Source: an optimization exercise on an open RTL-to-GDS flow (aim: small area, a short achievable clock period and few clock cycles). Production flows keep margins and buffers that such runs may drop.
In this exercise RTL edits were held to simulation tests only and were not proved equivalent to the original.
No activity file was given, so power comes from the tool's default toggle rates.

### design.v
package axi_bus_pkg;
    typedef logic [31:0] addr_t;
    typedef logic [31:0] data_t;
    typedef logic [3:0]  strb_t;
    typedef logic [3:0]  id_t;
    typedef logic [3:0]  len_t;
    typedef logic [2:0]  size_t;
    typedef logic [1:0]  burst_t;
    typedef logic [1:0]  resp_t;
    typedef logic [6:0]  mem_idx_t;
    localparam int MEM_BYTES = 128;
    localparam size_t MAX_SIZE = 3'd2;
    localparam burst_t BURST_FIXED = 2'd0;
    localparam burst_t BURST_INCR  = 2'd1;
    localparam resp_t RESP_OKAY   = 2'd0;
    localparam resp_t RESP_SLVERR = 2'd2;
    localparam resp_t RESP_DECERR = 2'd3;
endpackage
package slave_state_pkg;
    typedef enum logic [1:0] {
        wr_idle,
        wr_addr,
        wr_data,
        wr_resp
    } wr_state_t;
    typedef enum logic [1:0] {
        rd_idle,
        rd_addr,
        rd_data,
        rd_err
    } rd_state_t;
endpackage
module byte_mem (
    input  logic        clk,
    input  logic        resetn,
    input  logic        wr_en,
    input  logic [6:0]  wr_addr,
    input  logic [31:0] wr_data,
    input  logic [1:0]  wr_sel0,
    input  logic [1:0]  wr_sel1,
    input  logic [1:0]  wr_sel2,
    input  logic [1:0]  wr_sel3,
    input  logic [3:0]  wr_ben,
    input  logic [1:0]  rd_off,
    input  logic [4:0]  rd_row0,
    input  logic [4:0]  rd_row1,
    input  logic [4:0]  rd_row2,
    input  logic [4:0]  rd_row3,
    output logic [31:0] rd_data
);
    logic [1:0] wr_off;
    logic [4:0] wr_row;
    logic [1:0] bank_sel [4];
    logic [4:0] bank_wrow [4];
    logic [7:0] bank_wd [4];
    logic [4:0] bank_rrow [4];
    logic [7:0] bank_q [4];
    logic       init;
    always_ff @(posedge clk)
        init <= !resetn;
    assign wr_off = wr_addr[1:0];
    assign wr_row = wr_addr[6:2];
    assign bank_sel[0] = wr_sel0;
    assign bank_sel[1] = wr_sel1;
    assign bank_sel[2] = wr_sel2;
    assign bank_sel[3] = wr_sel3;
    assign bank_rrow[0] = rd_row0;
    assign bank_rrow[1] = rd_row1;
    assign bank_rrow[2] = rd_row2;
    assign bank_rrow[3] = rd_row3;
    always_comb begin
        for (int b = 0; b < 4; b++) begin
            bank_wd[b]   = wr_data[8*bank_sel[b] +: 8];
            bank_wrow[b] = wr_row + ((2'(b) < wr_off) ? 5'd1 : 5'd0);
        end
    end
    for (genvar b = 0; b < 4; b++) begin : g_bank
        logic [255:0] rows;
        logic [7:0]   wd_one;
        logic [7:0]   wd_zero;
        logic         we;
        assign wd_one  = bank_wd[b] | {8{init}};
        assign wd_zero = bank_wd[b] & {8{!init}};
        assign we      = wr_en && wr_ben[b];
        for (genvar r = 0; r < 32; r++) begin : g_row
            localparam logic [7:0] INIT = 8'(4 * r + b);
            logic       en;
            logic [7:0] d;
            assign en = init || (we && bank_wrow[b] == 5'(r));
            for (genvar j = 0; j < 8; j++) begin : g_bit
                assign d[j] = INIT[j] ? wd_one[j] : wd_zero[j];
            end
            always_ff @(posedge clk) begin
                if (en)
                    rows[8*r +: 8] <= d;
            end
        end
        logic [31:0] rsel;
        always_comb begin
            for (int r = 0; r < 32; r++)
                rsel[r] = (bank_rrow[b] == 5'(r));
        end
        row_sel u_sel (
            .rows (rows),
            .sel  (rsel),
            .q    (bank_q[b])
        );
    end
    always_comb begin
        for (int k = 0; k < 4; k++)
            rd_data[8*k +: 8] = bank_q[2'(k) + rd_off];
    end
endmodule
module row_sel (
    input  logic [255:0] rows,
    input  logic [31:0]  sel,
    output logic [7:0]   q
);
    always_comb begin
        q = '0;
        for (int r = 0; r < 32; r++)
            q = q | (rows[8*r +: 8] & {8{sel[r]}});
    end
endmodule
module axi_mem_slave (
    input  logic                 clk,
    input  logic                 resetn,
    input  logic                 awvalid,
    input  axi_bus_pkg::id_t     awid,
    input  axi_bus_pkg::addr_t   awaddr,
    input  axi_bus_pkg::len_t    awlen,
    input  axi_bus_pkg::size_t   awsize,
    input  axi_bus_pkg::burst_t  awburst,
    output logic                 awready,
    input  logic                 wvalid,
    input  axi_bus_pkg::data_t   wdata,
    input  axi_bus_pkg::id_t     wid,
    input  axi_bus_pkg::strb_t   wstrb,
    input  logic                 wlast,
    output logic                 wready,
    input  logic                 bready,
    output logic                 bvalid,
    output axi_bus_pkg::resp_t   bresp,
    output axi_bus_pkg::id_t     bid,
    input  logic                 arvalid,
    input  axi_bus_pkg::id_t     arid,
    input  axi_bus_pkg::addr_t   araddr,
    input  axi_bus_pkg::len_t    arlen,
    input  axi_bus_pkg::size_t   arsize,
    input  axi_bus_pkg::burst_t  arburst,
    output logic                 arready,
    input  logic                 rready,
    output logic                 rvalid,
    output axi_bus_pkg::data_t   rdata,
    output logic                 rlast,
    output axi_bus_pkg::resp_t   rresp,
    output axi_bus_pkg::id_t     rid
);
    function automatic axi_bus_pkg::resp_t req_resp(axi_bus_pkg::addr_t addr, axi_bus_pkg::size_t size);
        if (addr >= axi_bus_pkg::MEM_BYTES)
            req_resp = axi_bus_pkg::RESP_SLVERR;
        else if (size > axi_bus_pkg::MAX_SIZE)
            req_resp = axi_bus_pkg::RESP_DECERR;
        else
            req_resp = axi_bus_pkg::RESP_OKAY;
    endfunction
    logic        aw_wait, aw_busy, awready_q;
    logic        wready_q, w_stall, wready_o;
    logic        bvalid_q, b_idle, bvalid_o;
    logic        w_err;
    logic [3:0]  w_len;
    logic [3:0]  w_num;
    logic        w_fixed;
    axi_bus_pkg::resp_t bresp_q;
    axi_bus_pkg::id_t   bid_q;
    logic        pend_valid;
    logic [31:0] pend_data;
    logic [3:0]  pend_strb;
    logic [6:0]  pend_addr;
    logic [1:0]  pend_sel [4];
    logic [3:0]  pend_ben;
    logic hs_aw, hs_w, hs_b;
    logic w_done;
    logic mem_wr_en;
    logic [6:0]  w_next;
    logic [6:0]  w_addr;
    logic [3:0]  w_strb;
    logic [1:0]  w_sel [4];
    logic [3:0]  w_ben;
    assign aw_wait  = !aw_busy;
    assign wready_q = !w_stall;
    assign bvalid_q = !b_idle;
    assign hs_aw = awvalid && aw_wait;
    assign hs_w  = wvalid && wready_q;
    assign hs_b  = bvalid_q && bready;
    assign w_done = (hs_w && (aw_wait ? (hs_aw && awlen == 4'd0) : (w_len == w_num)))
                 || (hs_aw && !hs_w && pend_valid && awlen == 4'd0);
    always_ff @(posedge clk) begin
        if (!resetn) begin
            aw_busy    <= 1'b0;
            awready_q  <= 1'b1;
            w_stall    <= 1'b0;
            wready_o   <= 1'b1;
            b_idle     <= 1'b1;
            bvalid_o   <= 1'b0;
            w_num      <= '0;
            pend_valid <= 1'b0;
        end else begin
            logic aw_wait_n, bvalid_n, pend_valid_n, wready_n;
            aw_wait_n    = hs_b || (aw_wait && !hs_aw);
            bvalid_n     = w_done || (bvalid_q && !bready);
            pend_valid_n = hs_w || (pend_valid && aw_wait);
            wready_n     = !bvalid_n && !(aw_wait_n && pend_valid_n);
            aw_busy    <= !aw_wait_n;
            awready_q  <= aw_wait_n;
            b_idle     <= !bvalid_n;
            bvalid_o   <= bvalid_n;
            w_stall    <= !wready_n;
            wready_o   <= wready_n;
            pend_valid <= pend_valid_n;
            w_num      <= hs_b ? 4'd0 : w_num + 4'(hs_w);
        end
    end
    always_ff @(posedge clk) begin
        if (aw_wait) begin
            w_len   <= awlen;
            w_fixed <= (awburst == axi_bus_pkg::BURST_FIXED);
            w_err   <= (req_resp(awaddr, awsize) != axi_bus_pkg::RESP_OKAY);
            bresp_q <= req_resp(awaddr, awsize);
            bid_q   <= awid;
        end
    end
    assign w_next = pend_addr + (w_fixed ? 7'd0 : 7'($countones(pend_strb)));
    assign w_addr = aw_wait ? awaddr[6:0] : w_next;
    function automatic logic [11:0] slots(logic [3:0] strb);
        logic [7:0] lane;
        logic [3:0] en;
        case (strb)
            4'b0000: begin lane = 8'b00_00_00_00; en = 4'b0000; end
            4'b0001: begin lane = 8'b00_00_00_00; en = 4'b0001; end
            4'b0010: begin lane = 8'b00_00_00_01; en = 4'b0001; end
            4'b0011: begin lane = 8'b00_00_01_00; en = 4'b0011; end
            4'b0100: begin lane = 8'b00_00_00_10; en = 4'b0001; end
            4'b0101: begin lane = 8'b00_00_10_00; en = 4'b0011; end
            4'b0110: begin lane = 8'b00_00_10_01; en = 4'b0011; end
            4'b0111: begin lane = 8'b00_10_01_00; en = 4'b0111; end
            4'b1000: begin lane = 8'b00_00_00_11; en = 4'b0001; end
            4'b1001: begin lane = 8'b00_00_11_00; en = 4'b0011; end
            4'b1010: begin lane = 8'b00_00_11_01; en = 4'b0011; end
            4'b1011: begin lane = 8'b00_11_01_00; en = 4'b0111; end
            4'b1100: begin lane = 8'b00_00_11_10; en = 4'b0011; end
            4'b1101: begin lane = 8'b00_11_10_00; en = 4'b0111; end
            4'b1110: begin lane = 8'b00_11_10_01; en = 4'b0111; end
            default: begin lane = 8'b11_10_01_00; en = 4'b1111; end
        endcase
        slots = {en, lane};
    endfunction
    assign w_strb = (pend_valid && aw_wait) ? pend_strb : wstrb;
    always_comb begin
        logic [11:0] sl;
        sl = slots(w_strb);
        for (int b = 0; b < 4; b++) begin
            w_sel[b] = sl[2*2'(2'(b) - w_addr[1:0]) +: 2];
            w_ben[b] = sl[8 + 2'(2'(b) - w_addr[1:0])];
        end
    end
    always_ff @(posedge clk) begin
        if (!(pend_valid && aw_wait))
            pend_data <= wdata;
        if (hs_w)
            pend_strb <= wstrb;
        else if (aw_wait && !pend_valid)
            pend_strb <= '0;
        if (aw_wait || hs_w)
            pend_addr <= w_addr;
        pend_ben <= w_ben;
        for (int b = 0; b < 4; b++)
            pend_sel[b] <= w_sel[b];
    end
    assign mem_wr_en = pend_valid && !aw_wait && !w_err;
    assign awready = awready_q;
    assign wready  = wready_o;
    assign bvalid  = bvalid_o;
    assign bresp   = bresp_q;
    assign bid     = bid_q;
    logic        ar_wait, ar_busy, arready_q;
    logic        rvalid_q, r_idle, rvalid_o;
    logic        rlast_q, r_more, rlast_o;
    logic        r_first;
    logic [6:0]  r_addr;
    logic [4:0]  r_row [4];
    logic [6:0]  r_addr_n;
    logic        r_fixed;
    logic [3:0]  r_mask;
    logic [3:0]  r_cnt;
    axi_bus_pkg::resp_t rresp_q;
    axi_bus_pkg::id_t   rid_q;
    logic [31:0] rdata_q;
    logic [31:0] mem_word;
    logic hs_ar, hs_r, fetch;
    axi_bus_pkg::resp_t ar_resp;
    logic [2:0]  r_step;
    assign ar_wait  = !ar_busy;
    assign rvalid_q = !r_idle;
    assign rlast_q  = !r_more;
    assign hs_ar = arvalid && ar_wait;
    assign hs_r  = rvalid_q && rready;
    assign fetch = r_first || (hs_r && !rlast_q);
    assign ar_resp = req_resp(araddr, arsize);
    assign r_step = r_mask[2] ? 3'd4 : (r_mask[1] ? 3'd2 : 3'd1);
    always_ff @(posedge clk) begin
        if (!resetn) begin
            ar_busy   <= 1'b0;
            arready_q <= 1'b1;
            r_idle    <= 1'b1;
            rvalid_o  <= 1'b0;
            r_first   <= 1'b0;
        end else begin
            logic ar_wait_n, rvalid_n;
            ar_wait_n = (ar_wait && !arvalid) || (hs_r && rlast_q);
            rvalid_n  = fetch || (rvalid_q && !hs_r);
            ar_busy   <= !ar_wait_n;
            arready_q <= ar_wait_n;
            r_idle    <= !rvalid_n;
            rvalid_o  <= rvalid_n;
            r_first   <= hs_ar;
        end
    end
    assign r_addr_n = ar_wait ? araddr[6:0] : r_addr + 7'(r_step);
    always_ff @(posedge clk) begin
        if (ar_wait || (fetch && !r_fixed)) begin
            r_addr <= r_addr_n;
            for (int b = 0; b < 4; b++)
                r_row[b] <= 5'((r_addr_n + 7'(3 - b)) >> 2);
        end
    end
    always_ff @(posedge clk) begin
        if (ar_wait) begin
            r_fixed <= (arburst == axi_bus_pkg::BURST_FIXED);
            r_cnt   <= arlen;
            rresp_q <= ar_resp;
            rid_q   <= arid;
            r_mask  <= (ar_resp != axi_bus_pkg::RESP_OKAY) ? 4'b0000 :
                       (arsize[1] ? 4'b1111 : (arsize[0] ? 4'b0011 : 4'b0001));
        end else if (fetch) begin
            r_cnt <= r_cnt - 4'd1;
        end
    end
    always_ff @(posedge clk) begin
        if (fetch) begin
            r_more  <= !((r_cnt == 4'd0) || !r_mask[0]);
            rlast_o <= (r_cnt == 4'd0) || !r_mask[0];
            for (int k = 0; k < 4; k++)
                rdata_q[8*k +: 8] <= mem_word[8*k +: 8] & {8{r_mask[k]}};
        end
    end
    assign arready = arready_q;
    assign rvalid  = rvalid_o;
    assign rdata   = rdata_q;
    assign rlast   = rlast_o;
    assign rresp   = rresp_q;
    assign rid     = rid_q;
    byte_mem mem (
        .clk     (clk),
        .resetn  (resetn),
        .wr_en   (mem_wr_en),
        .wr_addr (pend_addr),
        .wr_data (pend_data),
        .wr_sel0 (pend_sel[0]),
        .wr_sel1 (pend_sel[1]),
        .wr_sel2 (pend_sel[2]),
        .wr_sel3 (pend_sel[3]),
        .wr_ben  (pend_ben),
        .rd_off  (r_addr[1:0]),
        .rd_row0 (r_row[0]),
        .rd_row1 (r_row[1]),
        .rd_row2 (r_row[2]),
        .rd_row3 (r_row[3]),
        .rd_data (mem_word)
    );
endmodule
### flow/run.sh
#!/bin/bash
# The standard layout (standard.sh, unchanged ORFS steps) with these settings:
#  - port buffers of buf_2 instead of the resizer's default pick (a slow delay cell)
#  - clock tree of clkbuf_16 with sink clusters of up to 30 flip-flops
#  - repair_timing aims for 6.8 ns of setup slack at the design's 10 ns clock
# ORFS writes each step's log under orfs/logs; make's own output goes to standard_run.log.
set -euo pipefail
bash standard.sh \
  "BUFFER_PORTS_ARGS=-buffer_cell sky130_fd_sc_hd__buf_2" \
  CTS_CLUSTER_SIZE=30 CTS_CLUSTER_DIAMETER=80 \
  "CTS_BUF_LIST=sky130_fd_sc_hd__clkbuf_16" \
  SETUP_SLACK_MARGIN=6.8 \
  finish > standard_run.log 2>&1
### standard.sh
#!/bin/bash
# synth_recipe.tcl (not shown) runs the flow's synth.tcl, then flattens the netlist and writes it again
# the make line also repeats each setting of config.mk as NAME=value (left out here)
make -C /OpenROAD-flow-scripts/flow DESIGN_CONFIG=/design/flow/config.mk WORK_HOME=/design/flow/orfs CLKGATE_MAP_FILE= SYNTH_SCRIPT=/design/flow/synth_recipe.tcl "${@:-finish}"
### config.mk
export PLATFORM = sky130hd
export DESIGN_NAME = axi_mem_slave
export DESIGN_NICKNAME = axi_mem_slave
export VERILOG_FILES = /design/flow/design.v
export SDC_FILE = /design/flow/constraint.sdc
export NUM_CORES = 4
export LEC_CHECK = 0
export CAP_MARGIN = 20
export CORE_MARGIN = 2
export CORE_UTILIZATION = 65
export SLEW_MARGIN = 20
export SYNTH_HIERARCHICAL = 1
export SYNTH_MINIMUM_KEEP_SIZE = 0
### constraint.sdc
create_clock -name core_clock -period 10.0 [get_ports {clk}]
set_input_delay 2.0000 -clock core_clock [delete_from_list [all_inputs] [get_ports {clk}]]
set_output_delay 2.0000 -clock core_clock [all_outputs]
set_load 0.01 [all_outputs]
==> results.ini, run 1 <==
[worst_setup_path]
r2r-end=rdata_q[25]
r2r_slack_ns=6.80
crit_path_end_kind=output port
cp.arrival_ns=1.24
reg2reg_depth=9
crit_chain=buf_2
crit_cells=1
crit_path_max_fanout=1
critPathSlowestCell=edfxtp_1
r2r-start=r_row[2][1]
critPathLaunchType=flip-flop
slowest_delay_ns=0.44
cpLargestDelayFamily=flip-flops
startpoint=rdata_q[12]
worstPathRequired_ns=8.00
path_buf_inv=1
path_class=reg -> out

[timing]
worst_pin_slew_ns=1.083
rsz0062_at_grt=yes
finalSetupTns_ns=0
finalHoldViolCount=0
fmax_mhz=308.8
setup_viol=0
maxSlewHeadroom=0.2735
min_period_ns=3.239
fin_crit_sh=0.3239
fin_skew_ns=0.03518
whs_ns=0.5854
drv_slew=0

[yosys]
synth_warnings=24
ys_ff_latch=1177
syn_nets=3115
synth_edf_count=1148
avgSynthCellArea_um2=16.11
ys.flop_type=edfxtp_1
netlist_area_um2=47540
ys_async_sr_fraction=0
synth_cell_types=70
synth_cells=2950
yosysSeqAreaShare=0.7374

[routing]
drt_iter0_drc=3562
wl_per_cell_um=29.21
vias=28000
wirelength_um=118800
drc=0
ant_nets=0
via_per_inst=6.885
drtPass1Iterations=6

[layout]
drive_above_1_share=0.1849
fillers=4764
synthToLayoutAreaGrowth_pct=7.751
layout_common_cells=edfxtp_1 (1148), a22oi_1 (493), buf_2 (183)
layout_commonest_cell=edfxtp_1
nets=3237

[clock_tree]
cts_buffers=47
cts-hold-fix-buffers=0
cts_tree=done
cts_sinks=1177
worst_skew_pair.late_latency_ns=0.64
path_clk_slew_ns=0.11
clockBufferDepth=3
cts.htree.levels=2
cts_root_buf=clkbuf_16

[min_path]
hp-start=w_num[3]
hold_end=w_num[3]
hold_path_class=reg -> reg
min_path_cells=2

[place]
globalplace.congestion=0.9362
io_buffers=182
hpwl_um=81810

[outcome]
status=no timing/DRC/antenna violations

[floorplanning]
die_h_um=274.4
dieArea_um2=75310
ios=188
core_area_um2=72710
start_util=0.6538
fp-row-count=99
fp.dieW_um=274.4

[power]
p_comb_frac=0.200
clkPwrFrac=0.210
power_density_nw_per_um2=223.9
power_leakage_uw=0.01704
switching_share=0.2819
ir_worst_vdd_mv=0.2008
p_seq_frac=0.590
power_switching_uw=3232
p_int_uw=8234

[grt]
overflow=0
grt_max_degree=76
grt_pass1_vias=26820
grt.total_usage=0.3156
grt_antenna_before_repair=8
grt_pass1_wl_um=172700

[job]
maxCapViolCount=0

-- metal layers --
metal	vias up	GRT usage	part of all wire
met1	14260	0.4586	0.40
met2	1467	0.5084	0.48
met4	4	0.07151	0.024
li1	12090	-	-
met3	177	0.05613	0.095
met5	-	0	0.00023
-- logic make-up (layout without fill, tap and decap cells) --
family / Yosys count / count (layout) / synth area share
other: 0 / 3 / 0
and+or+nand+nor: 668 / 668 / 0.07512
buffers and inverters: 228 / 382 / 0.02564
muxes: 83 / 83 / 0.03508
DFF: 1177 / 1177 / 0.7374
AOI/OAI and AO/OA: 720 / 720 / 0.1099
xor gates and xnor gates: 46 / 46 / 0.009028
adders and majority gates: 28 / 28 / 0.007817
-- area by class of cell --
cell class | instances | area [um^2] | share of cell area
diodes | 3 | 7.507 | 0.0001466
well taps | 959 | 1200 | 0.02343
clock inverters | 32 | 255.2 | 0.004983
inverters | 29 | 116.4 | 0.002272
repair buffers | 272 | 1595 | 0.03114
flip-flops and latches | 1177 | 35060 | 0.6844
multi-input cells | 1545 | 11770 | 0.2297
clock buffers | 49 | 1226 | 0.02394
-- power by group through the flow --
stage	sequential (uW)	clock [uW]	combinational, uW
floorplan	6730	0	1310
global placement	6850	0	2050
detailed placement	6890	0	2090
CTS	6770	2430	2190
global route	6840	2600	2410
finish	6770	2410	2290
-- modules after synthesis (local to each module, per instance) --
module | flops+latches | times used
row_sel | 0 | 4
byte_mem | 1025 | 1
axi_mem_slave | 152 | 1
-- through the flow --
stage / power, uW / cells / util / instance area [um^2] / setup slack (ns)
CTS: 11390 / 4040 / 0.6985 / 50790 / 6.705
global placement: 8898 / 3934 / 0.6731 / 48940 / 6.097
global route: 11840 / 4063 / 0.7044 / 51220 / 6.641
floorplan: 8041 / 2950 / - / 47640 / 6.773
finish: 11470 / 4066 / 0.7045 / 51220 / 6.761
detailed placement: 8977 / 3937 / 0.6733 / 48960 / 6.043
-- cell usage after synthesis (5+ instances only) --
cell,number,share of area
buf_2,62,0.0065
o221ai_1,5,0.00092
buf_6,31,0.0073
mux4_2,64,0.030
or4_1,32,0.0051
nand2b_1,24,0.0032
o21ai_1,5,0.00053
a21o_1,58,0.0092
a22oi_1,513,0.081
xor2_1,16,0.0029
o31ai_1,9,0.0014
buf_4,14,0.0022
and2_1,69,0.0091
or3b_2,9,0.0017
mux2i_1,7,0.0015
and3_1,5,0.00066
inv_1,27,0.0021
mux2_2,8,0.0019
nand3b_1,14,0.0022
buf_1,17,0.0013
nor2_1,189,0.015
nand2_1,80,0.0063
nor3_1,11,0.0012
ha_1,24,0.0063
a21oi_1,32,0.0034
nand3_1,31,0.0033
edfxtp_1,1148,0.73
or3_1,7,0.00092
clkbuf_1,75,0.0059
dfxtp_1,29,0.012
nand4_1,132,0.017
or2_2,31,0.0041
xnor2_1,28,0.0052
o21ai_0,64,0.0067
nor4_1,12,0.0016
nor2b_1,8,0.0011
-- worst max-delay path by stage --
| stage | endpoint | slack [ns] |
|---|---|---|
| final | rdata[12] | 6.76 |
| after global routing | mem.g_bank[0].rows[70] | 6.64 |
| after CTS | rdata_q[7] | 6.70 |
| after detailed placement | pend_ben[1] | 6.04 |
| after global placement | pend_sel[3][1] | 6.10 |
| after floorplan | pend_sel[1][1] | 6.77 |
-- timing repair --
item | in CTS | in global routing
buffers inserted | 22 | 23
endpoints found under the setup margin | 410 | 251
hold endpoints to repair | 0 | 0
resized for setup | 56 | 64
pin swaps | 11 | 32
-- sequential cells by signal (all words and copies together), names as in the netlist, 2 cells and up --
name	cells
r_row	15
r_addr	7
w_len	4
pend_strb	4
rdata_q	32
pend_addr	7
rid_q	4
rresp_q	2
bid_q	4
pend_data	32
w_num	4
r_mask	3
r_cnt	4
pend_sel	8
mem.g_bank.rows	1024
pend_ben	4
Testbench counts, summed over its fixed seeds: cycles 32,135.
==> run 2: changes to the inputs <==
--- a/config.mk
+++ b/config.mk
@@ -9,3 +9,3 @@
 export CORE_MARGIN = 2
-export CORE_UTILIZATION = 65
+export CORE_UTILIZATION = 75
 export SLEW_MARGIN = 20
==> run 2 against run 1 <==
Final cell count down 3.5%. First-iteration DRC count up 25%. Sequential power about the same. Synthesized area unchanged. Die area down 13%. Still clean on timing, DRC and antenna. Sequential share of layout area up 0.44 points.
==> results.ini, run 2 <==
[layout]
nets=3215  ; was 3237
synthToLayoutAreaGrowth_pct=7.056  ; was 7.751%
utilization=0.8097  ; was 0.7045
largest_reg_flops=1024  ; unchanged
multi_input_area_um2=11840  ; was 11770 um^2
layout_common_cells=edfxtp_1 (1148), a22oi_1 (494), buf_2 (184)  ; was edfxtp_1 (1148), a22oi_1 (493), buf_2 (183)
seq_area_um2=35060  ; unchanged
fillers=3294  ; was 4764
reg_top3=mem.g_bank.rows x1024, pend_data x32, rdata_q x32  ; unchanged
drive_above_1_share=0.1861  ; was 0.1849
layout_commonest_cell=edfxtp_1  ; unchanged
top_register=mem.g_bank.rows  ; unchanged

[worst_setup_path]
cp.arrival_ns=3.61  ; was 1.24 ns
path_class=reg -> reg  ; was reg -> out
reg2reg_depth=7  ; was 9
crit_path_max_fanout=8  ; was 1
crit_path_end_kind=flip-flop  ; was output port
worstPathRequired_ns=10.39  ; was 8.00 ns
critPathLaunchType=flip-flop  ; unchanged

[yosys]
yosys-top-cells-count=edfxtp_1 (1148), a22oi_1 (513), nor2_1 (189)  ; unchanged
avgSynthCellArea_um2=16.11  ; unchanged
yosysSeqAreaShare=0.7374  ; unchanged
synth_edf_count=1148  ; unchanged
yosysTopAreaCell=edfxtp_1  ; unchanged
yosysMostFrequentCell=edfxtp_1  ; unchanged
ys_async_sr_fraction=0  ; unchanged
synth_cells=2950  ; unchanged
synth_warnings=24  ; unchanged
syn_nets=3115  ; unchanged
netlist_area_um2=47540  ; unchanged
ys.flop_type=edfxtp_1  ; unchanged
synth_top_area_frac=0.7252  ; unchanged
synth_cell_types=70  ; unchanged
ys_ff_latch=1177  ; unchanged
synth_area_leaders=edfxtp_1 (73%), a22oi_1 (8.1%), mux4_2 (3.0%)  ; unchanged

[timing]
setup_viol=0  ; unchanged
maxSlewHeadroom=0.2682  ; was 0.2735
drv_slew=0  ; unchanged
min_period_ns=3.217  ; was 3.239 ns
rsz0062_at_grt=yes  ; unchanged
worst_pin_slew_ns=1.098  ; was 1.083 ns
fin_skew_ns=0.03407  ; was 0.03518 ns
finalSetupTns_ns=0  ; unchanged
finalHoldViolCount=0  ; unchanged
whs_ns=0.5580  ; was 0.5854 ns
fmax_mhz=310.8  ; was 308.8 MHz
fin_crit_sh=0.3217  ; was 0.3239

[min_path]
hold_path_class=reg -> reg  ; unchanged
min_path_cells=2  ; unchanged

[clock_tree]
path_clk_slew_ns=0.10  ; was 0.11 ns
cts_sinks=1177  ; unchanged
worst_skew_pair.late_latency_ns=0.65  ; was 0.64 ns
cts.htree.levels=2  ; unchanged
cts-hold-fix-buffers=0  ; unchanged
cts_root_buf=clkbuf_16  ; unchanged
cts_buffers=46  ; was 47
clockBufferDepth=3  ; unchanged
cts_tree=done  ; unchanged

[floorplanning]
start_util=0.7564  ; was 0.6538
fp-row-count=92  ; was 99
fp.dieW_um=255.8  ; was 274.4 um
ios=188  ; unchanged
core_area_um2=62850  ; was 72710 um^2
dieArea_um2=65410  ; was 75310 um^2
die_h_um=255.8  ; was 274.4 um

[place]
hpwl_um=80600  ; was 81810 um
io_buffers=182  ; unchanged
globalplace.congestion=0.9510  ; was 0.9362

[job]
maxCapViolCount=0  ; unchanged

[routing]
ant_nets=0  ; unchanged
top_layer_used=met5  ; unchanged
wl_met1_um=41880  ; was 47760 um
wirelength_um=116400  ; was 118800 um
wl_per_cell_um=29.65  ; was 29.21 um
vias=28570  ; was 28000
dr_wl_met2_um=54850  ; was 56770 um
drtPass1Iterations=7  ; was 6
drc=0  ; unchanged
wl_met3_um=15280  ; was 11300 um
via_per_inst=7.278  ; was 6.885
drt_iter0_drc=4455  ; was 3562

[grt]
grt_max_degree=82  ; was 76
grt_antenna_before_repair=6  ; was 8
grt_pass1_vias=27690  ; was 26820
grt.total_usage=0.3553  ; was 0.3156
overflow=0  ; unchanged
grt_pass1_wl_um=171800  ; was 172700 um

[outcome]
status=no timing/DRC/antenna violations  ; unchanged

[power]
power_density_nw_per_um2=224.0  ; was 223.9 nW/um^2
ir_worst_vdd_mv=0.2549  ; was 0.2008 mV
power_leakage_uw=0.01688  ; was 0.01704 uW

## run 2: stage by stage
| stage | power, uW | std cells | cell area, um^2 | worst slack, ns |
|---|---|---|---|---|
| after global routing | 11720 | 3920 | 50880 | 6.643 |
| after detailed placement | 8963 | 3817 | 48780 | 5.922 |
| final | 11400 | 3925 | 50890 | 6.783 |
| after CTS | 11240 | 3908 | 50390 | 6.759 |
| after global placement | 8827 | 3816 | 48760 | 6.088 |
| after floorplan | 8041 | 2950 | 47640 | 6.773 |
## run 2: modules after synthesis, one instance, submodules excluded
module / area (um^2) / copies in the design / cells
axi_mem_slave: 6629 / 1 / 507
byte_mem: 35230 / 1 / 1643
row_sel: 1420 / 4 / 200
## run 2: final timing paths
kind               start           to  slack [ns]
min             w_num[3]     w_num[3]        0.56
max reg2reg  r_row[1][3]  rdata_q[17]        6.78
max          r_row[1][3]  rdata_q[17]        6.78
min reg2reg     w_num[3]     w_num[3]        0.56
## run 2: where the power goes
part	leakage (uW)	switching (uW)	internal (uW)
sequential	0.0113	338	6450
clock	0.000727	1390	927
combinational	0.00482	1500	796
total	0.0169	3220	8180
## run 2: kinds of logic (layout without fill, tap and decap cells)
kind of cell | Yosys count | in the layout | synth area share
AOI/OAI and AO/OA | 720 | 720 | 0.1099
xor gates and xnor gates | 46 | 46 | 0.009028
adders and majority gates | 28 | 28 | 0.007817
buffers and inverters | 228 | 352 | 0.02564
DFF | 1177 | 1177 | 0.7374
muxes | 83 | 83 | 0.03508
other | 0 | 5 | 0
and+or+nand+nor | 668 | 668 | 0.07512
## run 2: repair_timing
action                                  in CTS  in global routing
pin swaps                                    0                 36
buffers inserted                            19                 12
endpoints found under the setup margin     465                200
gates resized for setup                     39                107
## run 2: routing by layer
layer,global-route usage,up-vias
li1,-,12030
met1,0.5096,14050
met2,0.5585,2199
met3,0.07764,286
met4,0.1158,2
met5,0,-
## run 2: area by class of cell
class,instances,area share
sequential,1177,0.6888
multi-input combinational,1545,0.2326
timing repair buffer,251,0.02820
clock buffer,49,0.02409
tap,846,0.02080
clock inverter,23,0.002950
inverter,29,0.002286
antenna,5,0.0002459
## run 2: critical path, stage by stage, from the launching register on
cell	delay [ns]
edfxtp_1	0.61
or3_1	0.26
nor2_1	0.18
a22oi_1	0.30
nand4_1	0.24
or4_4	0.67
mux4_2	0.49
and2_1	0.18
==> run 3: changes to the inputs <==
--- a/flow/run.sh
+++ b/flow/run.sh
@@ -5,2 +5,3 @@
 #  - repair_timing aims for 6.8 ns of setup slack at the design's 10 ns clock
+#  - the resizer may change a cell for one of another footprint
 # ORFS writes each step's log under orfs/logs; make's own output goes to standard_run.log.
@@ -11,3 +12,3 @@
   "CTS_BUF_LIST=sky130_fd_sc_hd__clkbuf_16" \
-  SETUP_SLACK_MARGIN=6.8 \
+  SETUP_SLACK_MARGIN=6.8 MATCH_CELL_FOOTPRINT=0 \
   finish > standard_run.log 2>&1
--- a/config.mk
+++ b/config.mk
@@ -9,3 +9,3 @@
 export CORE_MARGIN = 2
-export CORE_UTILIZATION = 75
+export CORE_UTILIZATION = 65
 export SLEW_MARGIN = 20
==> run 3 against run 2 <==
Still clean. Final cell count grew 3.1%. Synthesized cell count is the same. Clock power grew 2%. Non-clock buffer count grew 1. Hold slack gained 0.0088 ns. Largest cell class unchanged.
==> results.ini, run 3 <==
[outcome]
status=no timing/DRC/antenna violations  ; unchanged

[grt]
grt.total_usage=0.3138  ; was 0.3553
grt_pass1_wl_um=172500  ; was 171800 um
grt_max_degree=85  ; was 82
grt_antenna_before_repair=8  ; was 6
overflow=0  ; unchanged
grt_pass1_vias=26850  ; was 27690

[place]
io_buffers=182  ; unchanged
hpwl_um=82720  ; was 80600 um
dp_slack_ns=5.944  ; was 5.922 ns
placed_area_um2=48920  ; was 48780 um^2
place_inst=3930  ; was 3817
globalplace.congestion=0.9539  ; was 0.9510

[clock_tree]
cts_root_buf=clkbuf_16  ; unchanged
worst_skew_pair.late_latency_ns=0.64  ; was 0.65 ns
cts_tree=done  ; unchanged
cts.htree.levels=2  ; unchanged
path_clk_slew_ns=0.11  ; was 0.10 ns
clockBufferDepth=3  ; unchanged
cts-hold-fix-buffers=0  ; unchanged
cts_sinks=1177  ; unchanged
cts_buffers=47  ; was 46

[timing]
fin_crit_sh=0.3232  ; was 0.3217
maxSlewHeadroom=0.2347  ; was 0.2682
worst_pin_slew_ns=1.136  ; was 1.098 ns
fin_skew_ns=0.01838  ; was 0.03407 ns
rsz0062_at_grt=yes  ; unchanged
finalHoldViolCount=0  ; unchanged
setup_ws_ns=6.768  ; was 6.783 ns
finalSetupTns_ns=0  ; unchanged
setup_viol=0  ; unchanged
whs_ns=0.5668  ; was 0.5580 ns
fmax_mhz=309.4  ; was 310.8 MHz
min_period_ns=3.232  ; was 3.217 ns
drv_slew=0  ; unchanged

[yosys]
yosys-top-cells-count=edfxtp_1 (1148), a22oi_1 (513), nor2_1 (189)  ; unchanged
ys_async_sr_fraction=0  ; unchanged
synth_edf_count=1148  ; unchanged
ys_ff_latch=1177  ; unchanged
syn_nets=3115  ; unchanged
yosysSeqAreaShare=0.7374  ; unchanged
synth_cell_types=70  ; unchanged
ys.flop_type=edfxtp_1  ; unchanged
yosysMostFrequentCell=edfxtp_1  ; unchanged
synth_area_leaders=edfxtp_1 (73%), a22oi_1 (8.1%), mux4_2 (3.0%)  ; unchanged
synth_cells=2950  ; unchanged
netlist_area_um2=47540  ; unchanged
yosysTopAreaCell=edfxtp_1  ; unchanged
synth_top_area_frac=0.7252  ; unchanged
avgSynthCellArea_um2=16.11  ; unchanged
synth_warnings=24  ; unchanged

[worst_setup_path]
path_buf_inv=1  ; was 0
crit_path_end_kind=output port  ; was flip-flop
crit_path_max_fanout=1  ; was 8
reg2reg_depth=8  ; was 7
critPathSlowestCell=edfxtp_1  ; was or4_4
crit_chain=buf_2  ; was or3_1 > nor2_1 > a22oi_1 > nand4_1 > or4_4 > mux4_2 > and2_1
cpLargestDelayFamily=flip-flops  ; was simple AND/OR/NAND/NOR gates
worstPathRequired_ns=8.00  ; was 10.39 ns
crit_cells=1  ; was 7
cp.arrival_ns=1.23  ; was 3.61 ns
slowest_delay_ns=0.44  ; was 0.67 ns
path_class=reg -> out  ; was reg -> reg
critPathLaunchType=flip-flop  ; unchanged

[layout]
top_register=mem.g_bank.rows  ; unchanged
reg_top3=mem.g_bank.rows x1024, pend_data x32, rdata_q x32  ; unchanged
layout_common_cells=edfxtp_1 (1148), a22oi_1 (501), buf_2 (183)  ; was edfxtp_1 (1148), a22oi_1 (494), buf_2 (184)
fin_cells=4045  ; was 3925
largest_reg_flops=1024  ; unchanged
layout_commonest_cell=edfxtp_1  ; unchanged
synthToLayoutAreaGrowth_pct=7.362  ; was 7.056%
drive_above_1_share=0.1839  ; was 0.1861
multi_input_area_um2=11750  ; was 11840 um^2
fillers=4749  ; was 3294
final_cell_area_um2=51040  ; was 50890 um^2
nets=3217  ; was 3215
seq_area_um2=35060  ; about the same

[routing]
drtPass1Iterations=6  ; was 7
via_per_inst=6.894  ; was 7.278
wirelength_um=118200  ; was 116400 um
wl_per_cell_um=29.21  ; was 29.65 um
ant_nets=0  ; unchanged
vias=27890  ; was 28570
drc=0  ; unchanged
drt_iter0_drc=3595  ; was 4455

[power]
power_leakage_uw=0.01693  ; was 0.01688 uW
ir_worst_vdd_mv=0.1860  ; was 0.2549 mV
power_density_nw_per_um2=223.4  ; was 224.0 nW/um^2

[min_path]
hold_path_class=reg -> reg  ; unchanged
min_path_cells=2  ; unchanged

[floorplanning]
die_h_um=274.4  ; was 255.8 um
ios=188  ; unchanged
start_util=0.6538  ; was 0.7564
core_area_um2=72710  ; was 62850 um^2
fp-row-count=99  ; was 92
fp.dieW_um=274.4  ; was 255.8 um
dieArea_um2=75310  ; was 65410 um^2

[job]
maxCapViolCount=0  ; unchanged

-- run 3: cell count changes in the layout (fill, tap and decap cells not counted), moves of 3 or more --
cell / previous run / this run
a22oi_1: 494 / 501
a22oi_2: 23 / 16
and2_1: 66 / 69
buf_4: 65 / 62
buf_6: 1 / 4
inv_1: 38 / 41
nor2_1: 166 / 169
o21ai_0: 27 / 30
o21ai_1: 31 / 25
o21ai_2: 9 / 13
or4_1: 7 / 14
or4_4: 25 / 18
-- run 3: cell families (layout without fill, tap and decap cells) --
kind of cell / Yosys count / in the layout / synth area share
DFF: 1177 / 1177 / 0.7374
AOI/OAI and AO/OA: 720 / 720 / 0.1099
xor gates and xnor gates: 46 / 46 / 0.009028
buffers and inverters: 228 / 361 / 0.02564
and+or+nand+nor: 668 / 668 / 0.07512
muxes: 83 / 83 / 0.03508
adders and majority gates: 28 / 28 / 0.007817
other: 0 / 3 / 0
-- run 3: worst paths after layout --
check               from  slack (ns)           to
min             w_num[3]        0.57     w_num[3]
max          rdata_q[12]        6.77    rdata[12]
max reg2reg    r_addr[2]        6.81  rdata_q[13]
min reg2reg     w_num[3]        0.57     w_num[3]
-- run 3: power by group --
group          switching, uW  internal, uW
combinational           1480           767
sequential               329          6450
clock                   1420           956
-- run 3: repair_timing --
action / in CTS / in global routing
pin swaps: 1 / 13
setup endpoints to repair: 591 / 286
buffers inserted: 13 / 19
resized for setup: 47 / 75
-- run 3: through the flow --
stage            util  total power, uW
6_report       0.7019            11400
5_1_grt        0.7019            11790
4_1_cts        0.6959            11350
3_5_place_dp   0.6728             8991
3_3_place_gp   0.6723             8895
2_1_floorplan       -             8040
-- run 3: cell type report --
type,count,share of cell area
inverter,29,0.002353
antenna,3,0.0001471
multi-input combinational,1545,0.2302
clock inverter,30,0.003775
tap,959,0.02351
timing repair buffer,252,0.02858
sequential,1177,0.6869
clock buffer,50,0.02452
-- run 3: routing by layer --
metal	vias to the layer above	global-route usage	routed length [um]
met3	209	0.04965	10500
met2	1558	0.4987	55920
met1	14080	0.4568	47870
met4	4	0.09325	3841
li1	12040	-	-
met5	-	0	28
-- run 3: Yosys stat by module (local to each module, per instance) --
| module | cell area [um^2] | cells inside | copies in the design | flops+latches |
|---|---|---|---|---|
| byte_mem | 35230 | 1643 | 1 | 1025 |
| axi_mem_slave | 6629 | 507 | 1 | 152 |
| row_sel | 1420 | 200 | 4 | 0 |
==> run 4: changes to the inputs <==
--- a/flow/run.sh
+++ b/flow/run.sh
@@ -4,4 +4,3 @@
 #  - clock tree of clkbuf_16 with sink clusters of up to 30 flip-flops
-#  - repair_timing aims for 6.8 ns of setup slack at the design's 10 ns clock
-#  - the resizer may change a cell for one of another footprint
+#  - repair_timing aims for 6.9 ns of setup slack at the design's 10 ns clock
 # ORFS writes each step's log under orfs/logs; make's own output goes to standard_run.log.
@@ -12,3 +11,3 @@
   "CTS_BUF_LIST=sky130_fd_sc_hd__clkbuf_16" \
-  SETUP_SLACK_MARGIN=6.8 MATCH_CELL_FOOTPRINT=0 \
+  SETUP_SLACK_MARGIN=6.9 \
   finish > standard_run.log 2>&1
--- a/config.mk
+++ b/config.mk
@@ -9,3 +9,3 @@
 export CORE_MARGIN = 2
-export CORE_UTILIZATION = 65
+export CORE_UTILIZATION = 70
 export SLEW_MARGIN = 20
==> run 4 against run 3 <==
Cell area rose by 0.88%. Clock skew rose by 0.013 ns. Die area fell by 7.0%. Count of clock-buffer cells in the layout did not move. First-iteration DRC count rose by 4.6%. Final cell count fell by 1.7%. Flip-flop and latch count did not move. Sequential share of layout area fell by 0.60 points. Synthesized cell count did not move. Sequential power barely moved. Worst setup slack got worse by 0.052 ns. Critical path type unchanged.
==> results.ini, run 4 <==
[routing]
via_per_inst=7.112  ; was 6.894
ant_nets=0  ; unchanged
drt_iter0_drc=3761  ; was 3595
drc=0  ; unchanged
drtPass1Iterations=6  ; unchanged
wl_per_cell_um=29.56  ; was 29.21 um
vias=28290  ; was 27890
wirelength_um=117600  ; was 118200 um

[job]
maxCapViolCount=0  ; unchanged

[clock_tree]
cts_sinks=1177  ; unchanged
worst_skew_pair.late_latency_ns=0.66  ; was 0.64 ns
path_clk_slew_ns=0.11  ; about the same
clockBufferDepth=3  ; unchanged
cts.htree.levels=2  ; unchanged
cts_root_buf=clkbuf_16  ; unchanged
cts_buffers=46  ; was 47
cts_tree=done  ; unchanged

[timing]
min_period_ns=3.285  ; was 3.232 ns
fin_crit_sh=0.3285  ; was 0.3232
finalHoldViolCount=0  ; unchanged
maxSlewHeadroom=0.3372  ; was 0.2347
finalSetupTns_ns=0  ; unchanged
rsz0062_at_grt=yes  ; unchanged
setup_viol=0  ; unchanged
worst_pin_slew_ns=0.9942  ; was 1.136 ns
drv_slew=0  ; unchanged
whs_ns=0.5835  ; was 0.5668 ns
fin_skew_ns=0.03128  ; was 0.01838 ns
fmax_mhz=304.4  ; was 309.4 MHz

[grt]
grt_antenna_before_repair=8  ; unchanged
grt.total_usage=0.3360  ; was 0.3138
overflow=0  ; unchanged
use_met3=0.06382  ; was 0.04965
grt_pass1_wl_um=173000  ; was 172500 um
grt_max_degree=81  ; was 85
met1_usage=0.4737  ; was 0.4568
met2_usage=0.5337  ; was 0.4987
grt_pass1_vias=27560  ; was 26850
top_usage_layer=met2  ; unchanged

[place]
hpwl_um=81060  ; was 82720 um
io_buffers=182  ; unchanged
globalplace.congestion=0.9644  ; was 0.9539

[layout]
multi_input_area_um2=12140  ; was 11750 um^2
drive_above_1_share=0.2116  ; was 0.1839
reg_top3=mem.g_bank.rows x1024, pend_data x32, rdata_q x32  ; unchanged
largest_reg_flops=1024  ; unchanged
fillers=3861  ; was 4749
top_register=mem.g_bank.rows  ; unchanged
synthToLayoutAreaGrowth_pct=8.307  ; was 7.362%
layout_common_cells=edfxtp_1 (1148), a22oi_1 (474), buf_2 (183)  ; was edfxtp_1 (1148), a22oi_1 (501), buf_2 (183)
layout_commonest_cell=edfxtp_1  ; unchanged
nets=3242  ; was 3217
seq_area_um2=35060  ; about the same

[worst_setup_path]
crit_path_max_fanout=2  ; was 1
cp.arrival_ns=1.28  ; was 1.23 ns
worstPathRequired_ns=8.00  ; about the same
critPathSlowestCell=edfxtp_1  ; unchanged
crit_chain=buf_2  ; unchanged
path_buf_inv=1  ; unchanged
path_class=reg -> out  ; unchanged
critPathLaunchType=flip-flop  ; unchanged
crit_path_end_kind=output port  ; unchanged
slowest_delay_ns=0.47  ; was 0.44 ns
cpLargestDelayFamily=flip-flops  ; unchanged

[yosys]
synth_top_area_frac=0.7252  ; unchanged
yosysTopAreaCell=edfxtp_1  ; unchanged
synth_warnings=24  ; unchanged
synth_cells=2950  ; unchanged
syn_nets=3115  ; unchanged
netlist_area_um2=47540  ; unchanged
yosysMostFrequentCell=edfxtp_1  ; unchanged
synth_area_leaders=edfxtp_1 (73%), a22oi_1 (8.1%), mux4_2 (3.0%)  ; unchanged
ys_async_sr_fraction=0  ; unchanged
synth_cell_types=70  ; unchanged
synth_edf_count=1148  ; unchanged
avgSynthCellArea_um2=16.11  ; unchanged
ys_ff_latch=1177  ; unchanged
yosysSeqAreaShare=0.7374  ; unchanged
yosys-top-cells-count=edfxtp_1 (1148), a22oi_1 (513), nor2_1 (189)  ; unchanged
ys.flop_type=edfxtp_1  ; unchanged

[power]
ir_worst_vdd_mv=0.2554  ; was 0.1860 mV
power_density_nw_per_um2=222.7  ; was 223.4 nW/um^2
power_leakage_uw=0.01708  ; was 0.01693 uW

[floorplanning]
ios=188  ; unchanged
fp.dieW_um=264.6  ; was 274.4 um
core_area_um2=67160  ; was 72710 um^2
start_util=0.7079  ; was 0.6538
dieArea_um2=70010  ; was 75310 um^2
die_h_um=264.6  ; was 274.4 um
fp-row-count=95  ; was 99

[min_path]
hold_path_class=reg -> reg  ; unchanged

[outcome]
status=no timing/DRC/antenna violations  ; unchanged

[run 4: repair_timing]
| item | CTS | global route |
|---|---|---|
| pin swaps | 20 | 40 |
| gates resized for setup | 121 | 102 |
| hold buffers | 0 | 0 |
| buffers inserted | 28 | 25 |
| endpoints found under the setup margin | 496 | 335 |
[run 4: area by class of cell]
class / count / share of cell area
Multi-Input combinational cell: 1545 / 0.2357
Tap cell: 873 / 0.02122
Sequential cell: 1177 / 0.6809
Antenna cell: 5 / 0.0002430
Clock buffer: 50 / 0.02430
Timing Repair Buffer: 278 / 0.03317
Clock inverter: 21 / 0.002211
Inverter: 29 / 0.002284
[run 4: routing by layer]
layer,up-vias,part of all wire
met5,-,0.00034
met1,14100,0.38
li1,12080,-
met4,6,0.040
met2,1846,0.47
met3,265,0.11
[run 4: path summary, 6_finish.rpt]
path              slack, ns          end  depth (start not counted)   startpoint
setup / recovery       6.72     bresp[1]                          1        w_err
hold / removal         0.58     w_num[3]                          2     w_num[3]
hold reg to reg        0.58     w_num[3]                          2     w_num[3]
setup reg to reg       6.85  rdata_q[30]                          7  r_row[2][2]
[run 4: through the flow]
| stage | utilization | std cells | total power (uW) | worst slack, ns | area [um^2] |
|---|---|---|---|---|---|
| finish | 0.7667 | 3978 | 11470 | 6.715 | 51490 |
| CTS | 0.7569 | 3947 | 11330 | 6.677 | 50830 |
| floorplan | - | 2950 | 8042 | 6.773 | 47640 |
| global placement | 0.7269 | 3846 | 8853 | 6.084 | 48820 |
| detailed placement | 0.7273 | 3848 | 8962 | 5.985 | 48840 |
| global route | 0.7665 | 3975 | 11820 | 6.666 | 51480 |
[run 4: power breakdown]
group	internal, uW	switching, uW
registers	6450	326
clock network	918	1400
logic	847	1530
total	8220	3250
[run 4: per-module statistics from Yosys, one instance, submodules excluded]
| module | cells | flops+latches | copies in the design |
|---|---|---|---|
| row_sel | 200 | 0 | 4 |
| byte_mem | 1643 | 1025 | 1 |
| axi_mem_slave | 507 | 152 | 1 |
[run 4: worst reg2reg max path: cells and delay by family (launching register included)]
| family | cells | cell delay, ns |
|---|---|---|
| AOI/OAI and AO/OA | 1 | 0.34 |
| DFF | 1 | 0.56 |
| muxes | 1 | 0.51 |
| and+or+nand+nor | 5 | 1.47 |
[run 4: kinds of logic (layout without fill, tap and decap cells)]
| logic type | after synthesis | in the layout | share of synthesized area |
|---|---|---|---|
| other cells | 0 | 5 | 0 |
| buf+inv | 228 | 378 | 0.02564 |
| mux | 83 | 83 | 0.03508 |
| compound gates | 720 | 720 | 0.1099 |
| simple gates | 668 | 668 | 0.07512 |
| flops | 1177 | 1177 | 0.7374 |
| fa+ha+maj | 28 | 28 | 0.007817 |
| xor+xnor | 46 | 46 | 0.009028 |
==> run 5: changes to the inputs <==
--- a/design.v
+++ b/design.v
@@ -186,2 +186,3 @@
     logic [6:0]  w_addr;
+    logic [1:0]  w_off;
     logic [3:0]  w_strb;
@@ -234,2 +235,13 @@
     assign w_addr = aw_wait ? awaddr[6:0] : w_next;
+    logic [1:0] pend_cnt4;
+    always_comb begin
+        case (pend_strb)
+            4'b0000, 4'b1111:                   pend_cnt4 = 2'd0;
+            4'b0001, 4'b0010, 4'b0100, 4'b1000: pend_cnt4 = 2'd1;
+            4'b0111, 4'b1011, 4'b1101, 4'b1110: pend_cnt4 = 2'd3;
+            default:                            pend_cnt4 = 2'd2;
+        endcase
+    end
+    assign w_off = aw_wait ? awaddr[1:0]
+                           : pend_addr[1:0] + (w_fixed ? 2'd0 : pend_cnt4);
     function automatic logic [11:0] slots(logic [3:0] strb);
@@ -262,4 +274,4 @@
         for (int b = 0; b < 4; b++) begin
-            w_sel[b] = sl[2*2'(2'(b) - w_addr[1:0]) +: 2];
-            w_ben[b] = sl[8 + 2'(2'(b) - w_addr[1:0])];
+            w_sel[b] = sl[2*2'(2'(b) - w_off) +: 2];
+            w_ben[b] = sl[8 + 2'(2'(b) - w_off)];
         end
--- a/flow/run.sh
+++ b/flow/run.sh
@@ -4,3 +4,3 @@
 #  - clock tree of clkbuf_16 with sink clusters of up to 30 flip-flops
-#  - repair_timing aims for 6.9 ns of setup slack at the design's 10 ns clock
+#  - repair_timing aims for 6.8 ns of setup slack at the design's 10 ns clock
 # ORFS writes each step's log under orfs/logs; make's own output goes to standard_run.log.
@@ -11,3 +11,3 @@
   "CTS_BUF_LIST=sky130_fd_sc_hd__clkbuf_16" \
-  SETUP_SLACK_MARGIN=6.9 \
+  SETUP_SLACK_MARGIN=6.8 \
   finish > standard_run.log 2>&1
--- a/config.mk
+++ b/config.mk
@@ -9,3 +9,3 @@
 export CORE_MARGIN = 2
-export CORE_UTILIZATION = 70
+export CORE_UTILIZATION = 65
 export SLEW_MARGIN = 20
==> run 5 against run 4 <==
Still clean on timing, DRC and antenna. Clock skew is 0.0066 ns higher. Synthesized area is 0.85% higher. Fmax is 1.3% lower. Critical path depth is 8 higher. Combinational power is 6% lower. Final cell count is 3.2% higher. Via count is 0.83% higher. Cell area hardly changed. Sequential share of layout area is 0.065 points higher. Worst setup slack worse by 0.043 ns.
==> results.ini, run 5 <==
[outcome]
status=no timing/DRC/antenna violations  ; unchanged

[worst_setup_path]
worstPathRequired_ns=10.41  ; was 8.00 ns
critPathLaunchType=flip-flop  ; unchanged
critPathSlowestCell=or4_4  ; was edfxtp_1
crit_path_end_kind=flip-flop  ; was output port
path_class=reg -> reg  ; was reg -> out
path_common_cell=buf_6
path_buf_inv=2  ; was 1
crit_path_max_fanout=7  ; was 2
slowest_delay_ns=0.70  ; was 0.47 ns
cp.arrival_ns=3.73  ; was 1.28 ns
crit_chain=buf_6 > nand3b_1 > buf_6 > nor2_4 > a22oi_2 > nand4_1 > or4_4 > mux4_2 > and2_1  ; was buf_2
cpLargestDelayFamily=simple AND/OR/NAND/NOR gates  ; was flip-flops

[timing]
finalSetupTns_ns=0  ; unchanged
finalHoldViolCount=0  ; unchanged
setup_viol=0  ; unchanged
worst_pin_slew_ns=1.030  ; was 0.9942 ns
rsz0062_at_grt=yes  ; unchanged
drv_slew=0  ; unchanged
fin_skew_ns=0.03788  ; was 0.03128 ns
fin_crit_sh=0.3327  ; was 0.3285
min_period_ns=3.327  ; was 3.285 ns
maxSlewHeadroom=0.3088  ; was 0.3372
fmax_mhz=300.5  ; was 304.4 MHz
whs_ns=0.5757  ; was 0.5835 ns

[clock_tree]
worst_skew_pair.late_latency_ns=0.66  ; about the same
cts_root_buf=clkbuf_16  ; unchanged
cts_sinks=1179  ; was 1177
cts.htree.levels=2  ; unchanged
path_clk_slew_ns=0.11  ; about the same
clockBufferDepth=3  ; unchanged
cts_buffers=47  ; was 46
cts_tree=done  ; unchanged

[grt]
overflow=0  ; unchanged
grt_pass1_vias=27320  ; was 27560
grt_antenna_before_repair=7  ; was 8
grt.total_usage=0.3167  ; was 0.3360
grt_pass1_wl_um=175200  ; was 173000 um
grt_max_degree=85  ; was 81

[min_path]
hold_path_class=reg -> reg  ; unchanged

[power]
clkPwrFrac=0.210  ; was 0.202
power_density_nw_per_um2=219.0  ; was 222.7 nW/um^2
power_leakage_uw=0.01725  ; was 0.01708 uW
p_seq_frac=0.593  ; was 0.591
p_int_uw=8097  ; was 8216 uW
power_switching_uw=3181  ; was 3250 uW
p_comb_frac=0.197  ; was 0.207
ir_worst_vdd_mv=0.1894  ; was 0.2554 mV
switching_share=0.2821  ; was 0.2835
power_uw=11280  ; was 11470 uW

[layout]
nets=3277  ; was 3242
synthToLayoutAreaGrowth_pct=7.419  ; was 8.307%
layout_commonest_cell=edfxtp_1  ; unchanged
reg_top3=mem.g_bank.rows x1024, pend_data x32, rdata_q x32  ; unchanged
drive_above_1_share=0.1882  ; was 0.2116
largest_reg_flops=1024  ; unchanged
seq_area_um2=35100  ; was 35060 um^2
layout_common_cells=edfxtp_1 (1148), a22oi_1 (490), buf_2 (186)  ; was edfxtp_1 (1148), a22oi_1 (474), buf_2 (183)
multi_input_area_um2=12090  ; was 12140 um^2
final_cell_area_um2=51500  ; was 51490 um^2
fillers=4688  ; was 3861
top_register=mem.g_bank.rows  ; unchanged

[place]
globalplace.congestion=0.9577  ; was 0.9644
placed_area_um2=49330  ; was 48840 um^2
hpwl_um=83790  ; was 81060 um
io_buffers=182  ; unchanged

[routing]
drt_iter0_drc=4088  ; was 3761
vias=28530  ; was 28290
drc=0  ; unchanged
wl_per_cell_um=29.29  ; was 29.56 um
drtPass1Iterations=8  ; was 6
wirelength_um=120300  ; was 117600 um
ant_nets=0  ; unchanged
via_per_inst=6.948  ; was 7.112

[floorplanning]
fp.dieW_um=275.6  ; was 264.6 um
dieArea_um2=75950  ; was 70010 um^2
fp-row-count=99  ; was 95
ios=188  ; unchanged
start_util=0.6571  ; was 0.7079
core_area_um2=72960  ; was 67160 um^2
die_h_um=275.6  ; was 264.6 um

[yosys]
yosys-mux-area-fraction=0.03471  ; was 0.03508
synth_top_area_frac=0.7190  ; was 0.7252
yosysMostFrequentCell=edfxtp_1  ; unchanged
synthAdderAreaFrac=0.008560  ; was 0.007817
synthSimpleGateAreaFrac=0.07720  ; was 0.07512
avgSynthCellArea_um2=15.97  ; was 16.11 um^2
synth_cells=3003  ; was 2950
synth_edf_count=1148  ; unchanged
yosysTopAreaCell=edfxtp_1  ; unchanged
yosys-top-cells-count=edfxtp_1 (1148), a22oi_1 (516), nor2_1 (194)  ; was edfxtp_1 (1148), a22oi_1 (513), nor2_1 (189)
synth_warnings=24  ; unchanged
synth_cell_types=78  ; was 70
synth_xor_area_frac=0.009734  ; was 0.009028
ys.flop_type=edfxtp_1  ; unchanged
synth-compound-area-share=0.1107  ; was 0.1099
ys_async_sr_fraction=0  ; unchanged
synth_top_family_by_area=compound AO/OA/AOI/OAI gates  ; unchanged
yosysSeqAreaShare=0.7320  ; was 0.7374
syn_nets=3172  ; was 3115
synth_area_leaders=edfxtp_1 (72%), a22oi_1 (8.1%), mux4_2 (3.0%)  ; was edfxtp_1 (73%), a22oi_1 (8.1%), mux4_2 (3.0%)
netlist_area_um2=47940  ; was 47540 um^2
ys_ff_latch=1179  ; was 1177

[job]
maxCapViolCount=0  ; unchanged

-- run 5: cell types whose count changed after synthesis, moves of 4 or more --
cell	change
a41o_1	+5
buf_2	-5
buf_4	+6
ha_1	+4
inv_1	+5
nand2_1	+16
nand3_1	-13
nor2_1	+5
nor2b_1	+9
o21ai_0	-5
xnor2_1	-7
xor2_1	+7
-- run 5: kinds of logic after synthesis --
logic type               after synthesis
XOR/XNOR                              49
buffers and inverters                240
multiplexers                          84
AO/OA/AOI/OAI                        729
AND/OR/NAND/NOR                      691
flip-flops                          1179
adder cells (fa/ha/maj)               31
-- run 5: power groups by stage --
stage / Combinational, uW / Sequential [uW] / Clock [uW]
4_1_cts: 2120 / 6680 / 2400
6_report: 2220 / 6690 / 2370
2_1_floorplan: 1280 / 6660 / 0
3_5_place_dp: 2030 / 6810 / 0
3_3_place_gp: 1970 / 6770 / 0
5_1_grt: 2340 / 6750 / 2570
-- run 5: metrics by stage --
stage,setup WS [ns],instances,utilization
floorplan,6.609,3003,-
global placement,6.325,3986,0.6761
detailed placement,6.183,3988,0.6762
CTS,6.749,4089,0.6993
global route,6.634,4105,0.7059
finish,6.673,4106,0.7059
-- run 5: worst reg2reg max path: cells and delay by family (launching register included) --
| kind | cells | cell delay (ns) |
|---|---|---|
| AND/OR/NAND/NOR | 5 | 1.49 |
| AO/OA/AOI/OAI | 1 | 0.20 |
| flip-flops | 1 | 0.53 |
| multiplexers | 1 | 0.51 |
| buffers and inverters | 2 | 0.36 |
-- run 5: repair_timing --
action | CTS | global route
gates cloned | 0 | 0
pin swaps | 8 | 39
endpoints found under the setup margin | 545 | 179
gates resized for setup | 41 | 101
setup buffers | 15 | 14
hold buffers | 0 | 0
-- run 5: worst paths after layout --
| kind | depth (start not counted) | start | slack, ns | to |
|---|---|---|---|---|
| max reg2reg | 9 | r_row[2][4] | 6.67 | rdata_q[31] |
| max | 9 | r_row[2][4] | 6.67 | rdata_q[31] |
| min | 2 | w_num[3] | 0.58 | w_num[3] |
| min reg2reg | 2 | w_num[3] | 0.58 | w_num[3] |
-- run 5: area by class of cell --
class | instances | area share
clock inverter | 37 | 0.004373
tap | 959 | 0.02330
antenna | 2 | 0.00009718
clock buffer | 49 | 0.02381
inverter | 34 | 0.002648
sequential | 1179 | 0.6815
timing repair buffer | 262 | 0.02945
multi-input combinational | 1584 | 0.2348
-- run 5: Yosys stat by module, one instance, submodules excluded --
module / cell area, um^2 / cells inside / times used
byte_mem: 35350 / 1645 / 1
row_sel: 1420 / 200 / 4
axi_mem_slave: 6918 / 558 / 1
-- run 5: layer usage --
metal | vias up | routed length [um] | GRT usage
met5 | - | 34 | 0.001253
met4 | 4 | 3195 | 0.07881
met3 | 199 | 14120 | 0.06324
met2 | 1779 | 55760 | 0.4923
li1 | 12220 | - | -
met1 | 14330 | 47160 | 0.4690
Testbench counts of run 5, summed over its fixed seeds: cycles 32,135.
==> run 6: changes to the inputs <==
--- a/design.v
+++ b/design.v
@@ -37,2 +37,3 @@
     input  logic [6:0]  wr_addr,
+    input  logic [4:0]  wr_row1,
     input  logic [31:0] wr_data,
@@ -73,3 +74,3 @@
             bank_wd[b]   = wr_data[8*bank_sel[b] +: 8];
-            bank_wrow[b] = wr_row + ((2'(b) < wr_off) ? 5'd1 : 5'd0);
+            bank_wrow[b] = (2'(b) < wr_off) ? wr_row1 : wr_row;
         end
@@ -179,2 +180,3 @@
     logic [6:0]  pend_addr;
+    logic [4:0]  pend_row1;
     logic [1:0]  pend_sel [4];
@@ -285,4 +287,6 @@
             pend_strb <= '0;
-        if (aw_wait || hs_w)
+        if (aw_wait || hs_w) begin
             pend_addr <= w_addr;
+            pend_row1 <= w_addr[6:2] + 5'd1;
+        end
         pend_ben <= w_ben;
@@ -379,2 +383,3 @@
         .wr_addr (pend_addr),
+        .wr_row1 (pend_row1),
         .wr_data (pend_data),
==> run 6 against run 5 <==
Still clean on timing, DRC and antenna. Via count is 0.52% higher. Fmax is 0.43% higher. Non-clock buffer count is 3 lower. Sequential power is 3% higher. Global-route usage is 0.28 points lower. Synthesized cell count is 0.17% lower. Clock skew is 0.0012 ns higher. Cell area is 0.67% higher. Sequential share of layout area is 0.16 points lower. First-iteration DRC count is 0.29% higher. Synthesized area is 0.44% higher.
==> results.ini, run 6 <==
[timing]
fin_skew_ns=0.03908  ; was 0.03788 ns
rsz0062_at_grt=yes  ; unchanged
min_period_ns=3.313  ; was 3.327 ns
finalHoldViolCount=0  ; unchanged
worst_pin_slew_ns=1.296  ; was 1.030 ns
maxSlewHeadroom=0.1359  ; was 0.3088
drv_slew=0  ; unchanged
setup_viol=0  ; unchanged
finalSetupTns_ns=0  ; unchanged
fmax_mhz=301.8  ; was 300.5 MHz
fin_crit_sh=0.3313  ; was 0.3327

[routing]
vias=28670  ; was 28530
wl_per_cell_um=29.96  ; was 29.29 um
via_per_inst=7.019  ; was 6.948
drtPass1Iterations=6  ; was 8
ant_nets=0  ; unchanged
wirelength_um=122400  ; was 120300 um
drc=0  ; unchanged
drt_iter0_drc=4100  ; was 4088

[place]
hpwl_um=85050  ; was 83790 um
globalplace.congestion=0.9482  ; was 0.9577
place_inst=3971  ; was 3988
io_buffers=182  ; unchanged

[power]
clkPwrFrac=0.199  ; was 0.210
p_int_uw=8257  ; was 8097 uW
p_comb_frac=0.211  ; was 0.197
power_switching_uw=3413  ; was 3181 uW
switching_share=0.2924  ; was 0.2821
power_leakage_uw=0.01732  ; was 0.01725 uW
p_seq_frac=0.590  ; was 0.593
power_density_nw_per_um2=225.1  ; was 219.0 nW/um^2
ir_worst_vdd_mv=0.2022  ; was 0.1894 mV

[layout]
drive_above_1_share=0.1858  ; was 0.1882
nets=3265  ; was 3277
reg_top3=mem.g_bank.rows x1024, pend_data x32, rdata_q x32  ; unchanged
layout_commonest_cell=edfxtp_1  ; unchanged
utilization=0.7082  ; was 0.7059
layout_common_cells=edfxtp_1 (1153), a22oi_1 (494), buf_2 (185)  ; was edfxtp_1 (1148), a22oi_1 (490), buf_2 (186)
largest_reg_flops=1024  ; unchanged
fin_cells=4085  ; was 4106
top_register=mem.g_bank.rows  ; unchanged
synthToLayoutAreaGrowth_pct=7.673  ; was 7.419%

[clock_tree]
cts_buffers=47  ; unchanged
clockBufferDepth=3  ; unchanged
cts.htree.levels=2  ; unchanged
cts_root_buf=clkbuf_16  ; unchanged
cts-hold-fix-buffers=0  ; unchanged
cts_sinks=1184  ; was 1179
cts_tree=done  ; unchanged
path_clk_slew_ns=0.10  ; was 0.11 ns
worst_skew_pair.late_latency_ns=0.67  ; was 0.66 ns

[grt]
grt_antenna_before_repair=5  ; was 7
grt_pass1_vias=27230  ; was 27320
overflow=0  ; unchanged
grt.total_usage=0.3139  ; was 0.3167
grt_max_degree=80  ; was 85
grt_pass1_wl_um=176700  ; was 175200 um

[floorplanning]
start_util=0.6578  ; was 0.6571
fp.dieW_um=276.2  ; was 275.6 um
ios=188  ; unchanged
fp-row-count=99  ; unchanged
die_h_um=276.2  ; was 275.6 um
core_area_um2=73210  ; was 72960 um^2
dieArea_um2=76270  ; was 75950 um^2

[worst_setup_path]
crit_path_end_kind=output port  ; was flip-flop
crit_chain=buf_2  ; was buf_6 > nand3b_1 > buf_6 > nor2_4 > a22oi_2 > nand4_1 > or4_4 > mux4_2 > and2_1
path_class=reg -> out  ; was reg -> reg
path_buf_inv=1  ; was 2
reg2reg_depth=6  ; was 9
critPathLaunchType=flip-flop  ; unchanged
cpLargestDelayFamily=flip-flops  ; was simple AND/OR/NAND/NOR gates
r2r-start=aw_busy  ; was r_row[2][4]
crit_path_max_fanout=2  ; was 7
cp.arrival_ns=1.31  ; was 3.73 ns
worstPathRequired_ns=8.00  ; was 10.41 ns
r2r-end=mem.g_bank[2].rows[112]  ; was rdata_q[31]
critPathSlowestCell=edfxtp_1  ; was or4_4
r2r_slack_ns=6.69  ; was 6.67 ns
slowest_delay_ns=0.48  ; was 0.70 ns
crit_cells=1  ; was 9

[min_path]
hold_path_class=reg -> reg  ; unchanged
hp-start=w_num[2]  ; was w_num[3]
min_path_cells=2  ; unchanged
hold_end=w_num[2]  ; was w_num[3]

[yosys]
yosysSeqAreaShare=0.7319  ; was 0.7320
yosysMostFrequentCell=edfxtp_1  ; unchanged
syn_nets=3162  ; was 3172
synth_edf_count=1153  ; was 1148
ys.flop_type=edfxtp_1  ; unchanged
netlist_area_um2=48150  ; was 47940 um^2
ys_ff_latch=1184  ; was 1179
synth_warnings=24  ; unchanged
yosys-top-cells-count=edfxtp_1 (1153), a22oi_1 (513), nor2_1 (189)  ; was edfxtp_1 (1148), a22oi_1 (516), nor2_1 (194)
synth_cells=2998  ; was 3003
avgSynthCellArea_um2=16.06  ; was 15.97 um^2
yosysTopAreaCell=edfxtp_1  ; unchanged
synth_area_leaders=edfxtp_1 (72%), a22oi_1 (8.0%), mux4_2 (3.0%)  ; was edfxtp_1 (72%), a22oi_1 (8.1%), mux4_2 (3.0%)
synth_top_area_frac=0.7190  ; about the same
synth_cell_types=75  ; was 78
ys_async_sr_fraction=0  ; unchanged

[job]
maxCapViolCount=0  ; unchanged

[outcome]
status=no timing/DRC/antenna violations  ; unchanged

[run 6: routing by layer]
metal  wire [um]  vias up  GRT usage
met4        3608        2    0.08659
met2       57720     1701     0.4959
met5          17        -          0
met1       48360    14520     0.4604
met3       12690      214    0.05417
li1            -    12240          -
[run 6: modules after synthesis, one instance, submodules excluded]
module	times used	flip-flops and latches	cells inside
axi_mem_slave	1	159	556
row_sel	4	0	200
byte_mem	1	1025	1642
[run 6: worst max path at each step]
stage / start / to / slack (ns)
2_1_floorplan: wstrb[1] / pend_sel[2][1] / 6.65
3_3_place_gp: aw_busy / mem.g_bank[2].rows[216] / 5.92
3_5_place_dp: aw_busy / mem.g_bank[2].rows[219] / 5.78
4_1_cts: w_err / bresp[1] / 6.67
5_1_grt: aw_busy / mem.g_bank[2].rows[23] / 6.59
6_report: w_err / bresp[1] / 6.69
[run 6: cell families after synthesis]
| group | count (synthesis) | synth area share |
|---|---|---|
| flip-flops | 1184 | 0.7319 |
| AO/OA/AOI/OAI | 768 | 0.1179 |
| AND/OR/NAND/NOR | 654 | 0.07442 |
| buffers and inverters | 238 | 0.02578 |
| multiplexers | 89 | 0.03565 |
| XOR/XNOR | 39 | 0.007094 |
| adder cells (fa/ha/maj) | 26 | 0.007224 |
[run 6: cell type report]
| cell class | instances | area, um^2 |
|---|---|---|
| clock buffer | 47 | 1176 |
| timing repair buffer | 259 | 1513 |
| inverter | 33 | 130.1 |
| fill | 4774 | 21360 |
| sequential | 1184 | 35250 |
| clock inverter | 23 | 176.4 |
| tap | 959 | 1200 |
| multi-input combinational | 1576 | 12390 |
| antenna | 4 | 10.01 |
[run 6: through the flow]
stage / total power [uW] / worst slack, ns / hold slack [ns] / area [um^2]
after floorplan: 8187 / 6.650 / 0.4984 / 48270
after global placement: 9141 / 5.916 / 0.5207 / 49560
after detailed placement: 9235 / 5.784 / 0.5375 / 49560
after CTS: 11530 / 6.671 / 0.5592 / 51210
after global routing: 12030 / 6.594 / 0.5943 / 51840
final: 11670 / 6.687 / 0.5599 / 51850
[run 6: timing repair]
| item | 4_1_cts | 5_1_grt |
|---|---|---|
| endpoints found under the setup margin | 987 | 423 |
| pin swaps | 4 | 29 |
| setup buffers | 12 | 28 |
| resized for setup | 59 | 102 |
| hold endpoints to repair | 0 | 0 |
[run 6: power by group through the flow]
stage / clock network [uW] / registers (uW) / logic [uW]
2_1_floorplan: 0 / 6810 / 1370
3_3_place_gp: 0 / 6960 / 2180
3_5_place_dp: 0 / 7000 / 2230
4_1_cts: 2340 / 6880 / 2310
5_1_grt: 2510 / 6950 / 2570
6_report: 2330 / 6880 / 2460
Testbench counts of run 6, summed over its fixed seeds: cycles 32,135.
